This is an optimization exercise on Yosys and OpenROAD, whose aim is small area and few clock cycles, not a production implementation. Only simulation tests tie the RTL to the original design; equivalence was not proved. Power is estimated from default activity; no workload was simulated.

==> flow/design.v <==
module lpcm_sample_unpacker (
   input  logic       clock,
   input  logic       reset,
   input  logic       req_valid,
   output logic       req_stall,
   input  logic [7:0] req_data_byte,
   input  logic       req_end_of_frame,
   output logic       rsp_valid,
   input  logic       rsp_stall,
   output logic [7:0] rsp_out_byte,
   output logic       rsp_group_last,
   output logic       rsp_config_error,
   input  logic       csr_wr_en,
   input  logic [1:0] csr_index,
   input  logic [3:0] csr_wr_data
);
   localparam logic [1:0] FMT_16 = 2'd0;
   localparam logic [1:0] FMT_20 = 2'd1;
   localparam logic [1:0] FMT_24 = 2'd2;
   localparam logic [1:0] FMT_32 = 2'd3;
   function automatic logic [2:0] br_src_chan(input logic [3:0] c, input logic [2:0] s);
      logic [2:0] k;
      k = s;
      if (c == 4'd6) begin
         if (s == 3'd3) k = 3'd5;
         if (s == 3'd4) k = 3'd3;
         if (s == 3'd5) k = 3'd4;
      end else if (c == 4'd7) begin
         if (s == 3'd3) k = 3'd6;
         if (s == 3'd4) k = 3'd3;
         if (s == 3'd6) k = 3'd4;
      end else if (c == 4'd8) begin
         if (s == 3'd3) k = 3'd7;
         if (s == 3'd4) k = 3'd3;
         if (s == 3'd5) k = 3'd6;
         if (s == 3'd6) k = 3'd4;
         if (s == 3'd7) k = 3'd5;
      end
      br_src_chan = k;
   endfunction
   logic [1:0] fmt_ff;
   logic       br_ff;
   logic [3:0] cc_ff;
   logic [7:0] ring [0:63];
   logic [5:0] fill_ff;   
   logic [5:0] fa_ff;     
   logic [5:0] ha_ff;     
   logic [1:0] cnt_ff;    
   logic [3:0] j_ff;
   logic [2:0] p_ff;
   always_ff @(posedge clock) begin
      if (reset) begin
         fmt_ff <= FMT_16;
         br_ff  <= 1'b0;
         cc_ff  <= 4'd2;
      end else if (csr_wr_en) begin
         if (csr_index == 2'd0) fmt_ff <= csr_wr_data[1:0];
         if (csr_index == 2'd1) br_ff  <= csr_wr_data[0];
         if (csr_index == 2'd2) cc_ff  <= csr_wr_data;
      end
   end
   logic       bad;
   logic       dvd20, dvd32;
   logic [6:0] c1, c2, c4;
   logic [6:0] ga, gb;
   logic [6:0] gsize;
   always_comb begin
      dvd20 = !br_ff && (fmt_ff == FMT_20);
      dvd32 = !br_ff && (fmt_ff == FMT_32);
      c1 = 7'(cc_ff);
      c2 = c1 << 1;
      c4 = c1 << 2;
      ga = (fmt_ff == FMT_16) ? c2 : (dvd32 ? c4 : (br_ff && fmt_ff == FMT_24) ? c2 : c4);
      if (br_ff)
         gb = (fmt_ff == FMT_24) ? c1 : 7'd0;
      else
         unique case (fmt_ff)
            FMT_16:  gb = 7'd0;
            FMT_20:  gb = c1;
            FMT_24:  gb = c2;
            default: gb = c4;
         endcase
      gsize = ga + gb;
      bad = (cc_ff == 4'd0) || (cc_ff > 4'd8) || ((fmt_ff == FMT_20) && (br_ff || cc_ff[0]));
      if (bad) gsize = 7'd1;
   end
   logic [5:0] eff_fill;
   logic [5:0] prefix;    
   logic       head_busy;
   logic       start;
   logic       done;
   logic       accept;
   logic       push;
   logic       pop;
   logic       head_load;
   always_comb begin
      eff_fill = ({1'b0, fill_ff} >= gsize) ? 6'd0 : fill_ff;
      start    = (eff_fill == 6'd0);
      done     = (7'(eff_fill) + 7'd1 == gsize);
      if (br_ff)      prefix = 6'd0;
      else if (dvd20) prefix = {j_ff[3:0], 2'b00};
      else            prefix = {1'b0, j_ff, 1'b0};
      head_busy = (cnt_ff != 2'd0) && !bad && ({1'b0, ha_ff} < gsize) && (ha_ff >= prefix);
      if (bad)        req_stall = (cnt_ff == 2'd2);
      else if (start) req_stall = (cnt_ff == 2'd2) || head_busy;
      else            req_stall = (fa_ff != eff_fill) || head_busy;
      accept = req_valid && !req_stall;
      push   = accept && done;
   end
   always_ff @(posedge clock) begin
      if (reset) begin
         fill_ff <= '0;
      end else if (accept) begin
         if (done || req_end_of_frame) fill_ff <= '0;
         else                          fill_ff <= eff_fill + 6'd1;
      end
   end
   always_ff @(posedge clock) begin
      fa_ff <= ((accept && start) ? 6'd0 : fa_ff) + 6'd1;
      ha_ff <= (head_load ? fa_ff : ha_ff) + 6'd1;
   end
   always_ff @(posedge clock) begin
      for (int i = 63; i > 0; i--) ring[i] <= ring[i-1];
      ring[0] <= accept ? req_data_byte : ring[63];
   end
   typedef enum logic [1:0] {
      OP_COPY,
      OP_NIB_HI,
      OP_NIB_LO
   } op_type;
   logic [2:0] sw;        
   logic [3:0] j_last;    
   logic [2:0] kin;
   logic [4:0] tsum;
   logic [5:0] tail, main, offs;
   logic       use_tail;
   op_type     op;
   logic       last;
   logic       take;
   logic [7:0] rbyte;
   always_comb begin
      kin = br_src_chan(cc_ff, j_ff[2:0]);
      tsum = {cc_ff, 1'b0} + (dvd32 ? {1'b0, j_ff} : {2'b00, j_ff[3:1]});
      tail = {tsum, dvd32 ? ~p_ff[0] : j_ff[0]};
      op       = OP_COPY;
      use_tail = 1'b0;
      main     = '0;
      if (br_ff) begin
         j_last = cc_ff - 4'd1;
         unique case (fmt_ff)
            FMT_16: begin
               sw   = 3'd2;
               main = {2'b00, kin, ~p_ff[0]};
            end
            FMT_24: begin
               sw   = 3'd3;
               main = {2'b00, kin, 1'b0} + {3'b000, kin} + 6'(2'd2 - p_ff[1:0]);
            end
            default: begin
               sw   = 3'd4;
               main = {1'b0, kin, ~p_ff[1:0]};
            end
         endcase
      end else begin
         unique case (fmt_ff)
            FMT_16: begin
               sw     = 3'd2;
               j_last = cc_ff - 4'd1;
               main   = {1'b0, j_ff, ~p_ff[0]};
            end
            FMT_20: begin
               sw       = 3'd6;
               j_last   = cc_ff - 4'd1;
               use_tail = (p_ff == 3'd0) || (p_ff == 3'd3);
               op       = (p_ff == 3'd0) ? OP_NIB_HI : OP_NIB_LO;
               main     = {j_ff, p_ff[2], (p_ff == 3'd1) || (p_ff == 3'd4)};
            end
            FMT_24: begin
               sw       = 3'd3;
               j_last   = {cc_ff[2:0], 1'b0} - 4'd1;
               use_tail = (p_ff == 3'd0);
               main     = {1'b0, j_ff, p_ff == 3'd1};
            end
            default: begin
               sw       = 3'd4;
               j_last   = {cc_ff[2:0], 1'b0} - 4'd1;
               use_tail = !p_ff[1];
               main     = {1'b0, j_ff, p_ff == 3'd2};
            end
         endcase
      end
      if (!use_tail) op = OP_COPY;
      offs = use_tail ? tail : main;
      last = (j_ff == j_last) && (p_ff == sw - 3'd1);
      rbyte = ring[ha_ff + ~offs];
      rsp_valid        = (cnt_ff != 2'd0);
      rsp_config_error = bad;
      rsp_group_last   = last && !bad;
      if (bad) begin
         rsp_out_byte = 8'h00;
      end else begin
         unique case (op)
            OP_NIB_HI: rsp_out_byte = rbyte & 8'hf0;
            OP_NIB_LO: rsp_out_byte = {rbyte[3:0], 4'h0};
            default:   rsp_out_byte = rbyte;
         endcase
      end
      take = rsp_valid && !rsp_stall;
      pop  = take && (bad || last);
      head_load = (push && (cnt_ff == 2'(pop))) || (pop && cnt_ff == 2'd2);
   end
   always_ff @(posedge clock) begin
      if (reset) begin
         cnt_ff <= '0;
         j_ff   <= '0;
         p_ff   <= '0;
      end else begin
         cnt_ff <= cnt_ff + 2'(push) - 2'(pop);
         if (take) begin
            if (bad || last) begin
               j_ff <= '0;
               p_ff <= '0;
            end else if (p_ff == sw - 3'd1) begin
               j_ff <= j_ff + 4'd1;
               p_ff <= '0;
            end else begin
               p_ff <= p_ff + 3'd1;
            end
         end
      end
   end
endmodule
==> flow/run.sh <==
#!/bin/bash
# synth_recipe.tcl (not shown) runs the flow's synth.tcl, then flattens the netlist and writes it again
# the make line also repeats each setting of config.mk as NAME=value (left out here)
make -C /OpenROAD-flow-scripts/flow DESIGN_CONFIG=/design/flow/config.mk WORK_HOME=/design/flow/orfs CLKGATE_MAP_FILE= SYNTH_SCRIPT=/design/flow/synth_recipe.tcl finish
==> flow/config.mk <==
export PLATFORM = sky130hd
export DESIGN_NAME = lpcm_sample_unpacker
export DESIGN_NICKNAME = lpcm_sample_unpacker
export VERILOG_FILES = /design/flow/design.v
export SDC_FILE = /design/flow/constraint.sdc
export NUM_CORES = 4
export LEC_CHECK = 0
export CAP_MARGIN = 20
export CORE_MARGIN = 2
export CORE_UTILIZATION = 40
export GPL_TIMING_DRIVEN = 0
export SLEW_MARGIN = 20
==> flow/constraint.sdc <==
create_clock -name core_clock -period 9.0 [get_ports {clock}]
set_input_delay 1.8000 -clock core_clock [delete_from_list [all_inputs] [get_ports {clock}]]
set_output_delay 1.8000 -clock core_clock [all_outputs]
set_load 0.01 [all_outputs]
==> qor.txt, run 1 <==
internal power = 6.18 mW
Max stage delay on crit path = 0.55 ns
reg2reg setup slack = 1.21 ns
height of the die = 222 microns
max-cap violations = 0
Die X = 222 microns
final setup violation count = 5
total negative slack = -0.394 ns
#FFs+latches synth = 546
Mapped Cells = 1780
CTS tree = done
Worst Hold Launch = ring[27][1]
Seq pwr share = 25.3%
hold path depth = 0
hold crit path type = reg2reg
Slew Limit Fails = 0
maximum vdd drop = 278 uV
clock power share = 22.4%
Root Buffer Master = clkbuf_16
cell depth of the worst flop-to-flop path = 30
core box area = 46800 sq um
CP max-delay cell = fa_2
Fmax = 0.110 GHz
Clock Tree Buf Depth = 3
Ant. Diodes = 0
min setup slack post-route = -0.112 ns
Reg2Reg Launch Point = br_ff
Crit Path Class = reg2out
most common cell in the synthesized netlist = dfxtp_1
htree depth = 2
first-pass GRT wire length = 103 mm
IO Port Bufs = 31
Tot GR Track Use = 28.2%
nets@finish = 2104
Critical Path Sink Type = output pin
Seq/Total Area, Yosys = 57.4%
dpl hpwl = 45.7 mm
post-synth net total = 1864
starting DRC count in detailed routing = 2219
Pwr Total = 10.8 mW
DP Worst Slack = -2.63 ns
Layout Check Fails = setup timing
DRC viols = 0
Avg Cell Area, Syn = 10.7 sq um
Reg clk slew, reported paths = 0.07 ns
die footprint = 49400 sq um
status = failed layout checks
Clock Latency Late Sink = 0.63 ns
fin area = 25000 sq um
final antenna-violating net count = 0
Synth top area share = 57.4%
RD Place Congestion = 0.946
vias in the first global route = 15600
Pleak = 9.79 nW
post-synth cell types = 100
average wire per standard cell = 26.8 microns
required time worst endpoint = 7.20 ns
crit path DAT = 7.31 ns
area of the multi-input gates = 8530 sq um
Post-synth top cells = dfxtp_1, nand2_1, a21oi_1, nor2_1, a22oi_1
fin crit period = 9.11 ns
max_slew headroom = 29.7%
Logic pwr share = 52.3%
Pwr per Cell Area = 431 nW/um^2
Async S/R FF share, synth = 0%
area delta synth->final = 31.3%
largest cells by area after synthesis = dfxtp_1, ha_1, nand2_1, a22oi_1, a21oi_1
first-pass iteration count of the detailed router = 6
GRT Residual Overflow = 0
final WL = 71.6 mm
Final Hold Fails = 0
initial antenna violation count = 0
worst r2r dst = ha_ff[4]
register area = 10900 sq um
dpl cell area = 20300 sq um
Sw Pwr = 4.60 mW
Sw Ratio = 42.7%
WHS Endpoint = ring[28][1]
final critical-path share of the clock period = 101%
Worst Max-Slew Pin Slew = 1.05 ns
Initial Utilization = 40.7%
post-synthesis cell area = 19000 sq um
skew final = 0.0429 ns
crit path max fanout = 10
Yosys warnings = 2
cell taking the most area after synthesis = dfxtp_1
Min Hold Slack = 0.334 ns
Critical Path Start Type = register
total CTS buffers = 54
std cell rows = 79
Fillers = 3928
Main synth FF type = dfxtp_1
RSZ-0062 raised after global routing = true
Via density = 6.01
Top Ports = 32
hold buffer count at cts = 0
Vias = 16100
layout cells sized above 1 = 24.4%
largest net degree at the start of global routing = 17
clock sinks = 546
Post-synth EDFFs = 0
[worst max-delay path by stage]
stage / start / endpoint / slack [ns] / depth (start not counted)
final: cc_ff[0] / rsp_out_byte[6] / -0.11 / 29
after global routing: cc_ff[0] / rsp_out_byte[6] / -0.27 / 31
after CTS: cc_ff[0] / rsp_out_byte[5] / -0.02 / 31
after detailed placement: j_ff[0] / rsp_out_byte[6] / -2.63 / 28
after global placement: cc_ff[0] / rsp_out_byte[6] / -3.16 / 26
after floorplan: j_ff[0] / rsp_out_byte[7] / 0.84 / 28
[layer usage]
metal  GRT usage (%)  vias up  share of wire, %
li1                -     7030                 -
met1            37.2     7720                40
met2            41.7     1029                42
met3            8.58      274                12
met4            14.2        0               5.7
met5               0        -                 0
[metrics by stage]
stage,cells,util [%]
after global routing,2673,53.5
after detailed placement,2428,43.4
after CTS,2631,52.1
after floorplan,1780,-
after global placement,2418,43.0
final,2673,53.5
[worst max-delay path, delay by kind of cell (launching register included)]
| kind | cells | cell delay (ns) |
|---|---|---|
| AOI/OAI and AO/OA | 10 | 1.84 |
| and+or+nand+nor | 7 | 1.43 |
| adders and majority gates | 4 | 1.43 |
| buffers and inverters | 6 | 1.11 |
| DFF | 1 | 0.36 |
| xor gates and xnor gates | 1 | 0.32 |
| muxes | 1 | 0.21 |
[placed cells by master, fill, tap and decap left out, drive strengths merged, types with 17 or more instances in the layout]
| cell | instances |
|---|---|
| dfxtp | 546 |
| buf | 196 |
| nand2 | 190 |
| clkbuf | 134 |
| a21oi | 99 |
| nor2 | 77 |
| a22oi | 74 |
| nand3 | 69 |
| ha | 57 |
| o21ai | 55 |
| inv | 40 |
| a222oi | 38 |
| nor3 | 37 |
| xnor2 | 30 |
| mux2i | 30 |
| clkdlybuf4s50 | 23 |
| mux2 | 23 |
| a31oi | 21 |
| a221oi | 21 |
| nand2b | 20 |
| a22o | 17 |
| a211oi | 17 |
[area by class of cell]
type                       instances  area share [%]
multi-input combinational       1103            34.1
timing repair buffer             186            6.99
tap                              607            3.04
buffer                            91            3.65
sequential                       546            43.8
clock inverter                    24            1.34
clock buffer                      78            6.40
inverter                          38           0.695
[kinds of logic (layout without fill, tap and decap cells)]
family / Yosys count / in the layout / share of synthesized area (%)
xor+xnor: 41 / 41 / 2.14
buf+inv: 131 / 417 / 2.77
mux: 53 / 53 / 2.98
compound gates: 458 / 458 / 17.9
fa+ha+maj: 64 / 64 / 4.48
flops: 546 / 546 / 57.4
simple gates: 487 / 487 / 12.3
[repair_timing]
item | 4_1_cts | 5_1_grt
pin swaps | 75 | 49
resized for setup | 346 | 67
buffers inserted | 102 | 43
gates cloned | 2 | 0
endpoints found under the setup margin | 8 | 9
[sequential cells by signal (all words and copies together) (netlist names)]
name / cells
ha_ff: 6
fa_ff: 6
ring: 512
br_ff: 1
p_ff: 3
fill_ff: 6
fmt_ff: 2
j_ff: 4
cc_ff: 4
cnt_ff: 2
[power by group through the flow]
stage	Clock [mW]	Sequential, mW	Combinational [mW]
after floorplan	0	2.72	1.84
after CTS	2.42	2.72	5.05
after global routing	2.52	2.74	5.68
after global placement	0	2.76	3.50
final	2.42	2.73	5.64
after detailed placement	0	2.77	3.58
Testbench counts, summed over its fixed seeds: cycles 45,567.
==> inputs of run 2 (changes only) <==
--- a/flow/config.mk
+++ b/flow/config.mk
@@ -8,5 +8,4 @@
 export CAP_MARGIN = 20
 export CORE_MARGIN = 2
 export CORE_UTILIZATION = 40
-export GPL_TIMING_DRIVEN = 0
 export SLEW_MARGIN = 20
==> run 2 against run 1 <==
Net effect: still fails the layout checks on setup timing; count of clock-buffer cells in the layout is 7 lower; non-clock buffer count down 24; routed wire length fell by 11%; register-to-register slack improved by 0.31 ns; cell count fell by 1.0%; die area unchanged; synthesized cell count stayed put; clock skew decreased by 0.0070 ns; critical path depth is 1 higher; sequential power is essentially flat.
==> qor.txt, run 2 <==
total negative slack = -0.00155 ns (was -0.394 ns)
Seq pwr share = 26.6% (was 25.3%)
Most Frequent Cell on Critical Path = o211ai_1
core box area = 46800 sq um (unchanged)
clock sinks = 546 (unchanged)
max_slew headroom = 35.7% (was 29.7%)
worst r2r dst = ha_ff[4] (unchanged)
internal power = 6.15 mW (was 6.18 mW)
Fmax = 0.111 GHz (was 0.110 GHz)
Avg Cell Area, Syn = 10.7 sq um (unchanged)
clock power share = 23.3% (was 22.4%)
cell depth of the worst flop-to-flop path = 30 (unchanged)
die footprint = 49400 sq um (unchanged)
Crit Path Class = reg2out (unchanged)
largest net degree at the start of global routing = 25 (was 17)
RSZ-0062 raised after global routing = true (unchanged)
Root Buffer Master = clkbuf_16 (unchanged)
Top Ports = 32 (unchanged)
total CTS buffers = 54 (unchanged)
DRC viols = 0 (unchanged)
Pleak = 9.73 nW (was 9.79 nW)
Worst Hold Launch = ring[24][6] (was ring[27][1])
Main synth FF type = dfxtp_1 (unchanged)
Reg clk slew, reported paths = 0.07 ns (about the same)
required time worst endpoint = 7.20 ns (about the same)
crit path DAT = 7.20 ns (was 7.31 ns)
maximum vdd drop = 230 uV (was 278 uV)
reg2reg setup slack = 1.52 ns (was 1.21 ns)
area delta synth->final = 29.4% (was 31.3%)
cell taking the most area after synthesis = dfxtp_1 (unchanged)
CP max-delay cell = fa_2 (unchanged)
Post-synth top cells = dfxtp_1, nand2_1, a21oi_1, nor2_1, a22oi_1 (unchanged)
critical path launch point = j_ff[0] (was cc_ff[0])
largest cells by area after synthesis = dfxtp_1, ha_1, nand2_1, a22oi_1, a21oi_1 (unchanged)
Yosys warnings = 2 (unchanged)
fin crit period = 9.00 ns (was 9.11 ns)
most frequent cells in the layout = dfxtp_1, nand2_1, buf_4 (unchanged)
first-pass iteration count of the detailed router = 9 (was 6)
dpl hpwl = 42.9 mm (was 45.7 mm)
Pwr per Cell Area = 417 nW/um^2 (was 431 nW/um^2)
DP Worst Slack = -0.148 ns (was -2.63 ns)
RD Place Congestion = 0.918 (was 0.946)
Async S/R FF share, synth = 0% (unchanged)
initial antenna violation count = 0 (unchanged)
Clock Latency Late Sink = 0.62 ns (was 0.63 ns)
final setup violation count = 1 (was 5)
starting DRC count in detailed routing = 1666 (was 2219)
height of the die = 222 microns (unchanged)
Vias = 15500 (was 16100)
Slew Limit Fails = 0 (unchanged)
crit path max fanout = 8 (was 10)
vias in the first global route = 15000 (was 15600)
Ant. Diodes = 0 (unchanged)
Reg2Reg Launch Point = fmt_ff[0] (was br_ff)
max-cap violations = 0 (unchanged)
Post-synth EDFFs = 0 (unchanged)
Min Hold Slack = 0.339 ns (was 0.334 ns)
hold path depth = 0 (unchanged)
std cell rows = 79 (unchanged)
hold crit path type = reg2reg (unchanged)
post-synth net total = 1864 (unchanged)
final WL = 64.1 mm (was 71.6 mm)
Worst Max-Slew Pin Slew = 0.962 ns (was 1.05 ns)
Layout Check Fails = setup timing (unchanged)
Synth top area share = 57.4% (unchanged)
Sw Ratio = 40.1% (was 42.7%)
Critical Path Sink Type = output pin (unchanged)
Seq/Total Area, Yosys = 57.4% (unchanged)
WHS Endpoint = ring[25][6] (was ring[28][1])
post-synthesis cell area = 19000 sq um (unchanged)
post-synth cell types = 100 (unchanged)
hold buffer count at cts = 0 (unchanged)
average wire per standard cell = 24.2 microns (was 26.8 microns)
CTS tree = done (unchanged)
status = failed layout checks (unchanged)
Final Core Density = 52.7% (was 53.5%)
Mapped Cells = 1780 (unchanged)
layout cells sized above 1 = 23.8% (was 24.4%)
final critical-path share of the clock period = 100% (was 101%)
first-pass GRT wire length = 93.9 mm (was 103 mm)
htree depth = 2 (unchanged)
Initial Utilization = 40.7% (unchanged)
Logic pwr share = 50.1% (was 52.3%)
min setup slack post-route = -0.00155 ns (was -0.112 ns)
Via density = 5.86 (was 6.01)
Tot GR Track Use = 24.9% (was 28.2%)
IO Port Bufs = 31 (unchanged)
max reg flops = 512 (unchanged)
most common cell in the synthesized netlist = dfxtp_1 (unchanged)
final antenna-violating net count = 0 (unchanged)
Max stage delay on crit path = 0.56 ns (was 0.55 ns)
Die X = 222 microns (unchanged)
skew final = 0.0359 ns (was 0.0429 ns)
GRT Residual Overflow = 0 (unchanged)
Largest Register = ring (unchanged)
Final Hold Fails = 0 (unchanged)
commonest non-fill, non-tap cell in the layout = dfxtp_1 (unchanged)
#FFs+latches synth = 546 (unchanged)
Clock Tree Buf Depth = 3 (unchanged)
Sw Pwr = 4.12 mW (was 4.60 mW)
Critical Path Start Type = register (unchanged)
nets@finish = 2080 (was 2104)
-- run 2: cell types whose count changed in the layout (fill, tap and decap cells not counted), sizes merged --
| cell | delta |
|---|---|
| buf | +23 |
| bufinv | +3 |
| clkdlybuf4s15 | -1 |
| dlygate4sd2 | +1 |
| bufbuf | +3 |
| clkinv | +4 |
| inv | +2 |
| clkinvlp | -5 |
| dlymetal6s2s | +1 |
| clkbuf | -58 |
-- run 2: how the worst max path moves through the flow --
stage                            to  slack [ns]
global placement    rsp_out_byte[3]        0.03
finish              rsp_out_byte[7]      -0.002
detailed placement  rsp_out_byte[6]       -0.15
global route        rsp_out_byte[7]       -0.23
CTS                 rsp_out_byte[1]       0.002
floorplan           rsp_out_byte[7]        0.84
-- run 2: kinds of logic after synthesis --
kind of cell,count (synthesis),synth area share (%)
buffers and inverters,131,2.77
multiplexers,53,2.98
AO/OA/AOI/OAI,458,17.9
XOR/XNOR,41,2.14
flip-flops,546,57.4
AND/OR/NAND/NOR,487,12.3
adder cells (fa/ha/maj),64,4.48
-- run 2: metal layers --
layer	share of wire [%]	vias to the layer above	wire length [microns]	GRT usage, %
li1	-	6983	-	-
met1	44	7624	28000	34.2
met2	44	747	28300	38.9
met3	8.5	156	5440	4.72
met4	3.7	0	2400	9.74
met5	0	-	0	0
-- run 2: worst max-delay path: cells and delay by family, from the launching register on --
kind / cells / cell delay [ns]
muxes: 1 / 0.21
buffers and inverters: 5 / 0.79
AOI/OAI and AO/OA: 13 / 2.39
DFF: 1 / 0.38
adders and majority gates: 4 / 1.48
and+or+nand+nor: 7 / 1.32
-- run 2: cell type report --
type	instances	area [sq um]
inverter	38	150
fill	3958	22100
timing repair buffer	253	2500
multi-input combinational	1103	8400
clock inverter	28	398
sequential	546	10900
tap	607	759
clock buffer	71	1500
-- run 2: power groups by stage --
stage          Combinational, mW  Clock (mW)  Sequential [mW]
3_5_place_dp                3.92           0             2.78
2_1_floorplan               1.84           0             2.72
5_1_grt                     5.27        2.51             2.75
6_report                    5.14        2.39             2.73
3_3_place_gp                3.92           0             2.77
4_1_cts                     4.56        2.41             2.73
-- run 2: timing repair --
action / in CTS / in global routing
gates cloned: 4 / 2
gates resized for setup: 85 / 119
buffers inserted: 40 / 49
setup endpoints to repair: 8 / 8
pin swaps: 26 / 73
-- run 2: stage by stage --
step / power (mW) / instance area [sq um] / instances
floorplan: 4.56 / 19000 / 1780
global placement: 6.69 / 21000 / 2456
detailed placement: 6.69 / 21000 / 2456
CTS: 9.70 / 23800 / 2599
global route: 10.5 / 24600 / 2646
finish: 10.3 / 24600 / 2646

[separate check: timing with driven ports]
In the flow no input, the clock included, has a driving cell. The finished layouts below were timed again as built, in two steps. Step 1 sets driving cells, clkbuf_16 on the clock port and buf_2 on the other inputs (assumed; they add their load-dependent delay and slew). Step 2 moves the port delays by t, midway between the first and last clock arrival at a register: inputs arrive t later, outputs are due t later. That takes back most of the time a late clock gives input paths. a / b / c = no drivers / after step 1 / after step 2; a / b = the first two.
run | t (ns) | slack for setup (ns) | worst setup path at the end | pins driven straight from the clock port
run 1 | 0.667 | -0.112 / -0.172 / 0.495 | register to output | 1
run 2 | 0.659 | -0.002 / -0.061 / 0.598 | register to output | 1
